This design comes from an exercise in tuning for small area, a short achievable clock period and few clock cycles per item on the open sky130 flow, not from production work.
Function was not checked in any run shown here: the RTL went through the layout flow alone.
Power is estimated from default activity; no workload was simulated.

==> design/flow/design.v <==
package lc4_pkg;
    typedef logic [16-1:0] lc4_word_t;  
    typedef logic [3-1:0]  lc4_reg_t;   
    typedef enum logic [3:0] {
        OP_ARITH   = 4'b0001,  
        OP_LOGIC   = 4'b0101,  
        OP_LDR     = 4'b0110,
        OP_STR     = 4'b0111,
        OP_CONST   = 4'b1001,  
        OP_SHIFT   = 4'b1010,  
        OP_HICONST = 4'b1101   
    } lc4_opcode_e;
    typedef enum logic [3:0] {
        ALU_ADD,
        ALU_MUL,
        ALU_SUB,
        ALU_AND,
        ALU_OR,
        ALU_XOR,
        ALU_NOT,
        ALU_SLL,
        ALU_SRA,
        ALU_SRL,
        ALU_CONST,
        ALU_HICONST,
        ALU_ADDR       
    } lc4_alu_op_e;
endpackage
`timescale 1ns/1ps
module lc4_pipe_top (
    input  logic        gwe,
    input  logic        i_rst,
    output logic [15:0] o_pc,
    input  logic [15:0] i_insn,
    output logic [15:0] o_dmem_addr,
    output logic        o_dmem_we,
    output logic [15:0] o_dmem_wdata,
    input  logic [15:0] i_dmem_rdata,
    output logic        o_wb_valid,
    output logic [15:0] o_wb_pc,
    output logic [15:0] o_wb_insn,
    output logic        o_wb_we,
    output logic [2:0]  o_wb_rd,
    output logic [15:0] o_wb_data
);
    logic        stall;
    logic [15:0] pc;
    logic        x_valid;
    logic [15:0] x_insn;
    always_ff @(posedge gwe) begin
        if (i_rst) begin
            pc      <= 16'h8200;
            x_valid <= 1'b0;
        end else if (!stall) begin
            pc      <= pc + 16'd1;
            x_valid <= 1'b1;
        end
    end
    always_ff @(posedge gwe) begin
        if (!stall) x_insn <= i_insn;
    end
    assign o_pc = pc;
    logic [3:0] op;
    logic       op_arith, op_logic, op_ldr, op_str, op_const, op_shift, op_hic;
    logic [2:0] a_idx, b_idx;
    logic       x_we, uses_a, uses_b;
    assign op       = x_insn[15:12];
    assign op_arith = (op == 4'b0001);
    assign op_logic = (op == 4'b0101);
    assign op_ldr   = (op == 4'b0110);
    assign op_str   = (op == 4'b0111);
    assign op_const = (op == 4'b1001);
    assign op_shift = (op == 4'b1010);
    assign op_hic   = (op == 4'b1101);
    assign a_idx  = x_insn[8:6];
    assign b_idx  = (op_str || op_hic) ? x_insn[11:9] : x_insn[2:0];
    assign uses_a = op_arith || op_logic || op_ldr || op_str || op_shift;
    assign uses_b = ((op_arith || op_logic) && !x_insn[5]) || op_str || op_hic;
    assign x_we = op_arith ? (x_insn[5] || !(x_insn[4] && x_insn[3])) :
                  op_shift ? !(x_insn[5] && x_insn[4]) :
                  (op_logic || op_ldr || op_const || op_hic);
    logic        m_valid, m_fwd, m_we, m_ld, m_st, m_mul;
    logic [15:0] m_insn, m_res, m_b;
    logic        w_valid, w_we, w_ld;
    logic [15:0] w_insn, w_data;
    logic [15:0] regs [8];
    logic [15:0] rf_wd;
    assign rf_wd = i_rst ? 16'd0 : w_data;
    always_ff @(posedge gwe) begin
        for (int i = 0; i < 8; i++) begin
            if (i_rst || (w_valid && w_we && w_insn[11:9] == 3'(i))) regs[i] <= rf_wd;
        end
    end
    logic [15:0] a, b;
    always_comb begin
        if (m_fwd && m_insn[11:9] == a_idx)                  a = m_res;
        else if (w_valid && w_we && w_insn[11:9] == a_idx)   a = w_data;
        else                                                 a = regs[a_idx];
        if (m_fwd && m_insn[11:9] == b_idx)                  b = m_res;
        else if (w_valid && w_we && w_insn[11:9] == b_idx)   b = w_data;
        else                                                 b = regs[b_idx];
    end
    assign stall = m_mul && ((uses_a && m_insn[11:9] == a_idx) ||
                             (uses_b && m_insn[11:9] == b_idx));
    logic [15:0] imm5, imm6, imm9, opb, sum;
    logic        sub;
    assign imm5 = {{11{x_insn[4]}}, x_insn[4:0]};
    assign imm6 = {{10{x_insn[5]}}, x_insn[5:0]};
    assign imm9 = {{7{x_insn[8]}}, x_insn[8:0]};
    assign sub  = op_arith && !x_insn[5] && x_insn[4];
    always_comb begin
        if (op_ldr || op_str) opb = imm6;
        else if (x_insn[5])   opb = imm5;
        else if (sub)         opb = ~b;
        else                  opb = b;
    end
    assign sum = a + opb + {15'd0, sub};
    logic [15:0] sh_in, sh_r, sh_out;
    logic        sh_left;
    assign sh_left = !x_insn[5] && !x_insn[4];
    always_comb begin
        for (int i = 0; i < 16; i++) sh_in[i] = sh_left ? a[15-i] : a[i];
    end
    assign sh_r = 16'($signed({x_insn[4] & a[15], sh_in}) >>> x_insn[3:0]);
    always_comb begin
        for (int i = 0; i < 16; i++) sh_out[i] = sh_left ? sh_r[15-i] : sh_r[i];
    end
    logic [15:0] res;
    always_comb begin
        case (op)
            4'b0001: res = (!x_insn[5] && x_insn[4:3] == 2'b01) ? a : sum;
            4'b0101: begin
                if (x_insn[5]) res = a & imm5;
                else case (x_insn[4:3])
                    2'b00:   res = a & b;
                    2'b01:   res = ~a;
                    2'b10:   res = a | b;
                    default: res = a ^ b;
                endcase
            end
            4'b1001: res = imm9;
            4'b1010: res = sh_out;
            4'b1101: res = {x_insn[7:0], b[7:0]};
            default: res = sum;
        endcase
    end
    always_ff @(posedge gwe) begin
        if (i_rst) begin
            m_valid <= 1'b0;
            m_st    <= 1'b0;
        end else begin
            m_valid <= x_valid && !stall;
            m_st    <= x_valid && !stall && op_str;
        end
    end
    always_ff @(posedge gwe) begin
        m_insn <= x_insn;
        m_res  <= res;
        m_b    <= b;
        m_fwd  <= x_valid && !stall && x_we && !op_ldr;
        m_we   <= x_we;
        m_ld   <= op_ldr;
        m_mul  <= x_valid && !stall && op_arith && x_insn[5:3] == 3'b001;
    end
    assign o_dmem_addr  = m_res;
    assign o_dmem_we    = m_st;
    assign o_dmem_wdata = (w_valid && w_ld && w_insn[11:9] == m_insn[11:9]) ? w_data : m_b;
    always_ff @(posedge gwe) begin
        if (i_rst) w_valid <= 1'b0;
        else       w_valid <= m_valid;
    end
    always_ff @(posedge gwe) begin
        w_insn <= m_insn;
        w_we   <= m_we;
        w_ld   <= m_ld;
        w_data <= m_ld ? i_dmem_rdata : m_mul ? m_res * m_b : m_res;
    end
    assign o_wb_valid = w_valid;
    assign o_wb_pc    = pc - (m_valid ? 16'd3 : 16'd2);
    assign o_wb_insn  = w_insn;
    assign o_wb_we    = w_we;
    assign o_wb_rd    = w_insn[11:9];
    assign o_wb_data  = w_data;
endmodule
==> design/flow/run.sh <==
#!/bin/bash
# synth_recipe.tcl (not shown) runs the flow's synth.tcl, then flattens the netlist and writes it again
# the make line also repeats each setting of config.mk as NAME=value (left out here)
make -C /OpenROAD-flow-scripts/flow DESIGN_CONFIG=/design/flow/config.mk WORK_HOME=/design/flow/orfs CLKGATE_MAP_FILE= SYNTH_SCRIPT=/design/flow/synth_recipe.tcl finish
==> design/flow/config.mk <==
export PLATFORM = sky130hd
export DESIGN_NAME = lc4_pipe_top
export DESIGN_NICKNAME = lc4_pipe_top
export VERILOG_FILES = /design/flow/design.v
export SDC_FILE = /design/flow/constraint.sdc
export NUM_CORES = 4
export LEC_CHECK = 0
export CAP_MARGIN = 20
export CORE_MARGIN = 2
export CORE_UTILIZATION = 40
export SETUP_SLACK_MARGIN = 4.5
export SLEW_MARGIN = 20
==> design/flow/constraint.sdc <==
create_clock -name core_clock -period 9.0 [get_ports {gwe}]
set_input_delay 1.8000 -clock core_clock [delete_from_list [all_inputs] [get_ports {gwe}]]
set_output_delay 1.8000 -clock core_clock [all_outputs]
set_load 0.01 [all_outputs]
==> results of run 1 <==
flip-flops by register name (all words and copies together) (netlist names):
name,count
m_b,16
m_fwd,1
m_insn,16
m_ld,1
m_mul,1
m_res,16
m_st,1
m_valid,1
m_we,1
pc,16
regs,128
w_data,16
w_insn,16
w_ld,1
w_valid,1
w_we,1
x_insn,16
x_valid,1
worst min-delay path by stage:
stage,slack [ns],startpoint,endpoint
2_1_floorplan,0.31,m_insn[0],w_insn[0]
3_3_place_gp,0.31,m_insn[4],w_insn[4]
3_5_place_dp,0.31,m_insn[14],w_insn[14]
4_1_cts,0.33,m_insn[14],w_insn[14]
5_1_grt,0.33,m_insn[8],w_insn[8]
6_report,0.31,m_insn[2],w_insn[2]
critical path: cells and delay by family, from the launching register on:
kind	cells	cell delay, ns
adders and majority gates	7	2.95
muxes	1	0.15
DFF	1	0.37
and+or+nand+nor	1	0.15
buffers and inverters	9	0.78
xor gates and xnor gates	1	0.08
AOI/OAI and AO/OA	6	0.77
cells in the mapped netlist (24+ instances only):
cell type	count
sky130_fd_sc_hd__nand2_1	207
sky130_fd_sc_hd__inv_1	188
sky130_fd_sc_hd__edfxtp_1	144
sky130_fd_sc_hd__nor2_1	114
sky130_fd_sc_hd__dfxtp_1	106
sky130_fd_sc_hd__o21ai_0	100
sky130_fd_sc_hd__ha_1	98
sky130_fd_sc_hd__a21oi_1	86
sky130_fd_sc_hd__clkbuf_1	86
sky130_fd_sc_hd__fa_1	82
sky130_fd_sc_hd__xnor2_1	79
sky130_fd_sc_hd__mux2i_1	66
sky130_fd_sc_hd__and2_1	62
sky130_fd_sc_hd__nand3_1	37
sky130_fd_sc_hd__nor2b_1	36
sky130_fd_sc_hd__mux4_2	34
sky130_fd_sc_hd__a221oi_1	32
sky130_fd_sc_hd__mux2_2	31
sky130_fd_sc_hd__nor3_1	30
sky130_fd_sc_hd__buf_2	25
sky130_fd_sc_hd__o22ai_1	25
sky130_fd_sc_hd__xor2_1	24
where the power goes:
part	total, mW	leakage, nW	internal, mW	switching, mW
clock network	1.08	0.413	0.609	0.467
logic	9.06	7.23	4.50	4.56
registers	1.81	2.37	1.46	0.348
total	11.9	10.0	6.57	5.38
what timing repair did:
action / in CTS / in global routing
hold buffers: 0 / 0
pin swaps: 89 / 61
gates resized for setup: 189 / 97
setup buffers: 121 / 25
setup endpoints to repair: 48 / 45
gates cloned: 6 / 1
layer usage:
layer  global-route usage  vias to the layer above  wire (um)
li1                     -                     7488          -
met5                    0                        -         13
met1               0.3773                     8536      28350
met2               0.4523                     1034      32460
met3              0.07183                      244       8141
met4               0.1260                        2       3977
cell families after synthesis:
group / Yosys count / synth area share
AND/OR/NAND/NOR: 570 / 0.1462
XOR/XNOR: 104 / 0.04834
AO/OA/AOI/OAI: 427 / 0.1529
flip-flops: 250 / 0.3393
adder cells (fa/ha/maj): 180 / 0.1510
buffers and inverters: 318 / 0.06685
multiplexers: 133 / 0.09543
area by class of cell:
| cell class | count | area [um2] | share of cell area |
|---|---|---|---|
| sequential | 250 | 6526 | 0.2675 |
| clock inverter | 8 | 90.09 | 0.003693 |
| inverter | 190 | 726.9 | 0.02980 |
| clock buffer | 40 | 754.5 | 0.03093 |
| timing repair buffer | 325 | 3137 | 0.1286 |
| tap | 607 | 759.5 | 0.03113 |
| multi-input combinational | 1417 | 12400 | 0.5083 |
==> impl_table.tex, run 1 <==
\begin{tabular}{lr}
\hline
Metric & Value \\
\hline
\multicolumn{2}{l}{\textbf{Yosys}} \\
Cell area after synthesis & 19,000 um2 \\
EDFF count, synth & 144 \\
Seq/Total Area, Yosys & 0.3393 \\
Library cells used by synthesis & 85 \\
Post-synthesis async set-or-reset flop share & 0 \\
Most used flip-flop cell after synthesis & sky130\_fd\_sc\_hd\_\_edfxtp\_1 \\
Cell taking the most area after synthesis & sky130\_fd\_sc\_hd\_\_edfxtp\_1 \\
Yosys warning total & 2 \\
Fraction of synthesized cell area taken by the top area cell type & 0.2276 \\
Synthesized area per cell & 9.585 um2 \\
Cell count after synthesis & 1,982 \\
Nets in the synthesized netlist & 2,196 \\
Number of synthesized register bits & 250 \\
Area contributors post-synth & sky130\_fd\_sc\_hd\_\_edfxtp\_1 (23\%), sky130\_fd\_sc\_hd\_\_dfxtp\_1 (11\%), sky130\_fd\_sc\_hd\_\_fa\_1 (8.6\%) \\
\multicolumn{2}{l}{\textbf{Place}} \\
Total cell area at the placement stage & 21,010 um2 \\
Final HPWL from detailed placement & 46,870 um \\
DP Cell Count & 2,636 \\
IO buf count & 135 \\
Post-Place Setup Slack & 2.680 ns \\
Weighted congestion reported at the end of routability-driven placement & 0.9896 \\
\multicolumn{2}{l}{\textbf{Status}} \\
Run status & timing/DRC/antenna clean \\
\multicolumn{2}{l}{\textbf{GRT}} \\
Global-route wire length before repair & 107,600 um \\
Pin count of the biggest net entering global routing & 49 \\
GRT Resource Usage Total & 0.2881 \\
Remaining global-route overflow & 0 \\
Via count of the first global-routing pass & 16,701 \\
Antenna violations before repair & 3 \\
\multicolumn{2}{l}{\textbf{Setup path}} \\
CP most frequent cell & sky130\_fd\_sc\_hd\_\_fa\_1 \\
Worst R2R Start & m\_b[1] \\
Library cell contributing the largest single delay on the critical path & sky130\_fd\_sc\_hd\_\_fa\_2 \\
Terminus of the critical flop-to-flop path & w\_data[13] \\
Worst EP arrival & 5.87 ns \\
Maximum cell stage delay along the critical path & 0.56 ns \\
Sort of element at the end of the critical path & flop \\
Maximum fanout count along the critical path & 4 \\
Startpoint class of the critical path & flop \\
R2R depth & 25 \\
Critical Setup Path Class & reg2reg \\
Worst setup slack for register-to-register paths & 3.56 ns \\
Launching instance or port of the critical path & m\_b[1] \\
Worst setup path endpoint & w\_data[13] \\
WP data required & 9.43 ns \\
\multicolumn{2}{l}{\textbf{Detailed routing}} \\
Detailed-route wire length & 72,940 um \\
Number of vias after detailed routing & 17,304 \\
Pre-Repair DR Iteration Count & 7 \\
Number of antenna-violating nets in the routed design & 0 \\
Violation count after the first detailed-routing iteration & 2,051 \\
Drt drc & 0 \\
Post-detailed-route wirelength per cell & 25.71 um \\
Ratio of routed vias to standard cells & 6.099 \\
\multicolumn{2}{l}{\textbf{Finish}} \\
Share of cells above drive strength 1 & 0.2350 \\
Synthesis-to-layout area growth & 28.41\% \\
Number of fill cells & 4,199 \\
NumNets Final & 2,424 \\
Non-filler cells in the finished layout & 2,837 \\
Most common cell after layout, fill and taps aside & sky130\_fd\_sc\_hd\_\_nand2\_1 \\
Inserted Diodes & 0 \\
Most used cells in the layout excluding fill and tap cells & sky130\_fd\_sc\_hd\_\_nand2\_1 (190), sky130\_fd\_sc\_hd\_\_inv\_1 (175), sky130\_fd\_sc\_hd\_\_buf\_4 (153), sky130\_fd\_sc\_hd\_\_edfxtp\_1 (144), sky130\_fd\_sc\_hd\_\_clkdlybuf4s50\_1 (129) \\
Summed area of non-filler cells in the final layout & 24,390 um2 \\
Final core utilization & 0.5218 \\
\multicolumn{2}{l}{\textbf{STA}} \\
Final Cycle Share & 0.6045 \\
Clock tree skew after final layout & 0.02562 ns \\
Final hold violations & 0 \\
Unrepaired setup endpoints after global routing & yes \\
Slew at the pin with the worst max-slew slack & 1.227 ns \\
Setup tns final & 0 ns \\
Final critical path time including I/O delays and setup & 5.441 ns \\
Number of setup violations in the final report & 0 \\
Worst hold slack & 0.3117 ns \\
Post-layout worst setup margin & 3.560 ns \\
Relative slew margins & 0.1792 \\
Number of slew-limit violations in the final report & 0 \\
FMAX & 183.8 MHz \\
\multicolumn{2}{l}{\textbf{Power}} \\
Power density cells & 489.7 nW/um2 \\
Post-route total power & 11.94 mW \\
Worst supply voltage drop on vdd & 0.001307 V \\
Static leakage & 10.02 nW \\
\multicolumn{2}{l}{\textbf{Worst hold path}} \\
Worst hold path cell count & 0 \\
Hold Crit Class & reg2reg \\
\multicolumn{2}{l}{\textbf{Clock network}} \\
CTS Buf Count & 26 \\
Insertion delay of the later-clocked pin in the worst-skew pair & 0.58 ns \\
Root Buffer & sky130\_fd\_sc\_hd\_\_clkbuf\_16 \\
Clock tree from TritonCTS & done \\
H-tree Lvls & 1 \\
CTS Buffer Depth & 3 \\
Number of sinks on the clock net & 250 \\
Clock transition at the registers of the reported paths & 0.07 ns \\
\multicolumn{2}{l}{\textbf{Floorplanning}} \\
Horizontal die dimension & 221.9 um \\
Starting density of the core & 0.4063 \\
Core Region & 46,750 um2 \\
Vertical extent of the die & 221.9 um \\
Ports placed on the boundary & 136 \\
Die ar. & 49,250 um2 \\
Row count & 79 \\
\multicolumn{2}{l}{\textbf{Flow run}} \\
Max-cap violations & 0 \\
\hline
\end{tabular}
==> run 2, diff against run 1 <==
--- a/design/flow/config.mk
+++ b/design/flow/config.mk
@@ -8,5 +8,4 @@
 export CAP_MARGIN = 20
 export CORE_MARGIN = 2
 export CORE_UTILIZATION = 40
-export SETUP_SLACK_MARGIN = 4.5
 export SLEW_MARGIN = 20
==> impl_table.tex, run 2 <==
\begin{tabular}{lr}
\hline
Metric & Value \\
\hline
\multicolumn{2}{l}{\textbf{Status}} \\
Run status & timing/DRC/antenna clean \\
\multicolumn{2}{l}{\textbf{Yosys}} \\
Most used standard cells in the synthesized netlist & sky130\_fd\_sc\_hd\_\_nand2\_1 (207), sky130\_fd\_sc\_hd\_\_inv\_1 (188), sky130\_fd\_sc\_hd\_\_edfxtp\_1 (144), sky130\_fd\_sc\_hd\_\_nor2\_1 (114), sky130\_fd\_sc\_hd\_\_dfxtp\_1 (106) \\
Cell area after synthesis & 19,000 um2 (unchanged) \\
Most frequent cell after synthesis & sky130\_fd\_sc\_hd\_\_nand2\_1 \\
Seq/Total Area, Yosys & 0.3393 (unchanged) \\
EDFF count, synth & 144 (unchanged) \\
Yosys warning total & 2 (unchanged) \\
Library cells used by synthesis & 85 (unchanged) \\
Cell taking the most area after synthesis & sky130\_fd\_sc\_hd\_\_edfxtp\_1 \\
Synthesized area per cell & 9.585 um2 (unchanged) \\
Most used flip-flop cell after synthesis & sky130\_fd\_sc\_hd\_\_edfxtp\_1 \\
Cell count after synthesis & 1,982 (unchanged) \\
Nets in the synthesized netlist & 2,196 (unchanged) \\
Number of synthesized register bits & 250 (unchanged) \\
Area contributors post-synth & sky130\_fd\_sc\_hd\_\_edfxtp\_1 (23\%), sky130\_fd\_sc\_hd\_\_dfxtp\_1 (11\%), sky130\_fd\_sc\_hd\_\_fa\_1 (8.6\%) \\
Fraction of synthesized cell area taken by the top area cell type & 0.2276 (unchanged) \\
Post-synthesis async set-or-reset flop share & 0 (unchanged) \\
\multicolumn{2}{l}{\textbf{Finish}} \\
Final core utilization & 0.4693 (-0.05243) \\
Synthesis-to-layout area growth & 15.51\% \\
Top reg by flops & regs \\
NumNets Final & 2,280 (-5.9\%) \\
Non-filler cells in the finished layout & 2,695 (-5.0\%) \\
Inserted Diodes & 0 (unchanged) \\
Share of cells above drive strength 1 & 0.09531 (-0.1397) \\
Most common cell after layout, fill and taps aside & sky130\_fd\_sc\_hd\_\_nand2\_1 \\
Number of fill cells & 4,414 (+5.1\%) \\
Most used cells in the layout excluding fill and tap cells & sky130\_fd\_sc\_hd\_\_nand2\_1 (207), sky130\_fd\_sc\_hd\_\_inv\_1 (188), sky130\_fd\_sc\_hd\_\_edfxtp\_1 (144), sky130\_fd\_sc\_hd\_\_clkdlybuf4s50\_1 (135), sky130\_fd\_sc\_hd\_\_nor2\_1 (113) \\
Number of flip-flops under the largest register name & 128 (unchanged) \\
\multicolumn{2}{l}{\textbf{Floorplanning}} \\
Horizontal die dimension & 221.9 um (unchanged) \\
Starting density of the core & 0.4063 (unchanged) \\
Vertical extent of the die & 221.9 um (unchanged) \\
Ports placed on the boundary & 136 (unchanged) \\
Row count & 79 (unchanged) \\
Core Region & 46,750 um2 (unchanged) \\
Die ar. & 49,250 um2 (unchanged) \\
\multicolumn{2}{l}{\textbf{Place}} \\
IO buf count & 135 (unchanged) \\
Weighted congestion reported at the end of routability-driven placement & 0.9516 (-3.8\%) \\
DP Cell Count & 2,643 (+0.27\%) \\
Final HPWL from detailed placement & 48,190 um (+2.8\%) \\
\multicolumn{2}{l}{\textbf{STA}} \\
Number of setup violations in the final report & 0 (unchanged) \\
FMAX & 150.6 MHz (-18\%) \\
Number of slew-limit violations in the final report & 0 (unchanged) \\
Setup tns final & 0 ns (unchanged) \\
Unrepaired setup endpoints after global routing & no \\
Final critical path time including I/O delays and setup & 6.642 ns (+1.201 ns) \\
Final hold violations & 0 (unchanged) \\
Clock tree skew after final layout & 0.02549 ns (-0.0001246 ns) \\
Slew at the pin with the worst max-slew slack & 1.171 ns (-0.05603 ns) \\
Worst hold slack & 0.3164 ns (+0.004669 ns) \\
Final Cycle Share & 0.7380 (+0.1335) \\
Relative slew margins & 0.2130 (+0.03371) \\
\multicolumn{2}{l}{\textbf{Clock network}} \\
CTS Buf Count & 28 (+7.7\%) \\
Clock tree from TritonCTS & done \\
H-tree Lvls & 1 (unchanged) \\
CTS Buffer Depth & 3 (unchanged) \\
\# resized after CTS & 0 (-100\%) \\
Number of hold buffers added after cts & 0 (unchanged) \\
Post-CTS setup buffer count & 0 (-100\%) \\
Clock transition at the registers of the reported paths & 0.07 ns (about the same) \\
Root Buffer & sky130\_fd\_sc\_hd\_\_clkbuf\_16 \\
Insertion delay of the later-clocked pin in the worst-skew pair & 0.59 ns (about the same) \\
Number of sinks on the clock net & 250 (unchanged) \\
\multicolumn{2}{l}{\textbf{Setup path}} \\
Critical Setup Path Class & reg2reg \\
Sort of element at the end of the critical path & flop \\
Maximum cell stage delay along the critical path & 1.00 ns (+0.44 ns) \\
Library cell contributing the largest single delay on the critical path & sky130\_fd\_sc\_hd\_\_o31ai\_1 \\
Dominant delay contributor by cell family on the critical path & compound AO/OA/AOI/OAI gates \\
Maximum fanout count along the critical path & 14 (+10) \\
Worst EP arrival & 7.09 ns (+1.22 ns) \\
Startpoint class of the critical path & flop \\
Critical path depth & 22 (-12\%) \\
WP data required & 9.44 ns (about the same) \\
R2R depth & 22 (-12\%) \\
Crit path buffers/inverters & 0 (-9) \\
Cell-by-cell listing of the critical path & xnor2\_2 > nor2\_1 > o31ai\_1 > nand2\_1 > o21ai\_0 > a222oi\_1 > or3\_1 > a21oi\_1 > xnor2\_1 > o21ai\_0 > ha\_1 > nor2b\_1 > o21ai\_0 > a21boi\_0 > o21ai\_0 > a21oi\_1 > a31o\_2 > a21o\_1 > a21oi\_1 > xnor2\_1 > a221oi\_1 > o22ai\_1 \\
CP most frequent cell & sky130\_fd\_sc\_hd\_\_o21ai\_0 \\
\multicolumn{2}{l}{\textbf{GRT}} \\
Pin count of the biggest net entering global routing & 49 (unchanged) \\
Antenna violations before repair & 0 (-3) \\
Via count of the first global-routing pass & 15,645 (-6.3\%) \\
Global-route wire length before repair & 100,200 um (-6.9\%) \\
Remaining global-route overflow & 0 (unchanged) \\
GRT Resource Usage Total & 0.2672 (-0.02096) \\
\multicolumn{2}{l}{\textbf{Worst hold path}} \\
Worst hold path cell count & 0 (unchanged) \\
Hold Crit Class & reg2reg \\
\multicolumn{2}{l}{\textbf{Detailed routing}} \\
Post-detailed-route wirelength per cell & 24.80 um (-3.5\%) \\
Drt drc & 0 (unchanged) \\
Detailed-route wire length & 66,840 um (-8.4\%) \\
Ratio of routed vias to standard cells & 6.037 (-1.0\%) \\
Number of antenna-violating nets in the routed design & 0 (unchanged) \\
Pre-Repair DR Iteration Count & 6 (-1) \\
Number of vias after detailed routing & 16,271 (-6.0\%) \\
Violation count after the first detailed-routing iteration & 1,919 (-6.4\%) \\
\multicolumn{2}{l}{\textbf{Power}} \\
Static leakage & 8.915 nW (-11\%) \\
Worst supply voltage drop on vdd & 0.0006393 V (-51\%) \\
Power density cells & 415.3 nW/um2 (-15\%) \\
\multicolumn{2}{l}{\textbf{Flow run}} \\
Max-cap violations & 0 (unchanged) \\
\hline
\end{tabular}
==> run 2: worst register-to-register path, cell delays in order, from the launching register on <==
cell,delay (ns)
sky130_fd_sc_hd__edfxtp_1,0.60
sky130_fd_sc_hd__xnor2_2,0.55
sky130_fd_sc_hd__nor2_1,0.33
sky130_fd_sc_hd__o31ai_1,1.00
sky130_fd_sc_hd__nand2_1,0.10
sky130_fd_sc_hd__o21ai_0,0.12
sky130_fd_sc_hd__a222oi_1,0.14
sky130_fd_sc_hd__or3_1,0.39
sky130_fd_sc_hd__a21oi_1,0.45
sky130_fd_sc_hd__xnor2_1,0.17
sky130_fd_sc_hd__o21ai_0,0.10
sky130_fd_sc_hd__ha_1,0.37
sky130_fd_sc_hd__nor2b_1,0.14
sky130_fd_sc_hd__o21ai_0,0.31
sky130_fd_sc_hd__a21boi_0,0.18
sky130_fd_sc_hd__o21ai_0,0.29
sky130_fd_sc_hd__a21oi_1,0.16
sky130_fd_sc_hd__a31o_2,0.29
sky130_fd_sc_hd__a21o_1,0.18
sky130_fd_sc_hd__a21oi_1,0.18
sky130_fd_sc_hd__xnor2_1,0.11
sky130_fd_sc_hd__a221oi_1,0.25
sky130_fd_sc_hd__o22ai_1,0.12
==> run 2: power breakdown <==
group | internal (mW) | switching [mW] | leakage (nW)
registers | 1.44 | 0.358 | 2.36
logic | 2.80 | 3.28 | 6.08
clock network | 0.727 | 0.518 | 0.474
total | 4.96 | 4.15 | 8.92
==> run 2: final timing paths <==
path,start,endpoint,slack (ns)
setup reg to reg,x_insn[15],m_res[14],2.36
setup / recovery,x_insn[15],m_res[14],2.36
hold reg to reg,m_insn[4],w_insn[4],0.32
hold / removal,m_insn[4],w_insn[4],0.32
==> run 2: layer usage <==
| layer | global-route usage | wire length (um) | up-vias |
|---|---|---|---|
| li1 | - | - | 7181 |
| met1 | 0.3761 | 28250 | 8076 |
| met2 | 0.4171 | 29810 | 867 |
| met3 | 0.04161 | 6206 | 147 |
| met4 | 0.09481 | 2572 | 0 |
| met5 | 0 | 0 | - |
==> run 2: logic make-up after synthesis <==
group,after synthesis,synth area share
muxes,133,0.09543
and+or+nand+nor,570,0.1462
xor gates and xnor gates,104,0.04834
AOI/OAI and AO/OA,427,0.1529
adders and majority gates,180,0.1510
buffers and inverters,318,0.06685
DFF,250,0.3393
==> run 2: final cells by class <==
type | instances | area (um2) | area share
Tap cell | 607 | 759.5 | 0.03461
Timing Repair Buffer | 182 | 1704 | 0.07766
Inverter | 190 | 713.2 | 0.03250
Clock inverter | 24 | 316.6 | 0.01443
Clock buffer | 28 | 700.7 | 0.03193
Sequential cell | 250 | 6446 | 0.2938
Multi-Input combinational cell | 1414 | 11300 | 0.5151
==> run 2: per-stage QoR <==
step | power (mW) | cell area, um2 | worst slack (ns)
after floorplan | 6.339 | 19000 | 3.517
after global placement | 7.826 | 20930 | 2.691
after detailed placement | 7.876 | 20930 | 2.594
after CTS | 9.155 | 21940 | 2.556
after global routing | 10.06 | 21940 | 1.890
final | 9.113 | 21940 | 2.358

## static timing again, ports no longer ideal
In the flow no input, the clock included, has a driving cell. The finished layouts below were timed again as built, in two steps. Step 1 sets driving cells, clkbuf_16 on the clock port and buf_2 on the other inputs (assumed; they add their load-dependent delay and slew). Step 2, shift: input delay + t, output delay - t, t = (earliest + latest rising clock arrival at the registers) / 2. This alone moves slack from input paths to output paths. Slacks: no drivers / after step 1 / after step 2; pairs: no drivers / after step 1.
run	t (ns)	setup slack, ns	hold WS [ns]	worst register clock-pin slew, ns	cell pins on the clock port's net
run 1	0.620	3.560 / 3.560 / 3.560	0.312 / 0.312 / 0.312	0.07 / 0.07	1
run 2	0.627	2.358 / 2.358 / 2.358	0.316 / 0.316 / 0.316	0.07 / 0.07	1
After both steps setup and hold are still met in every run listed.
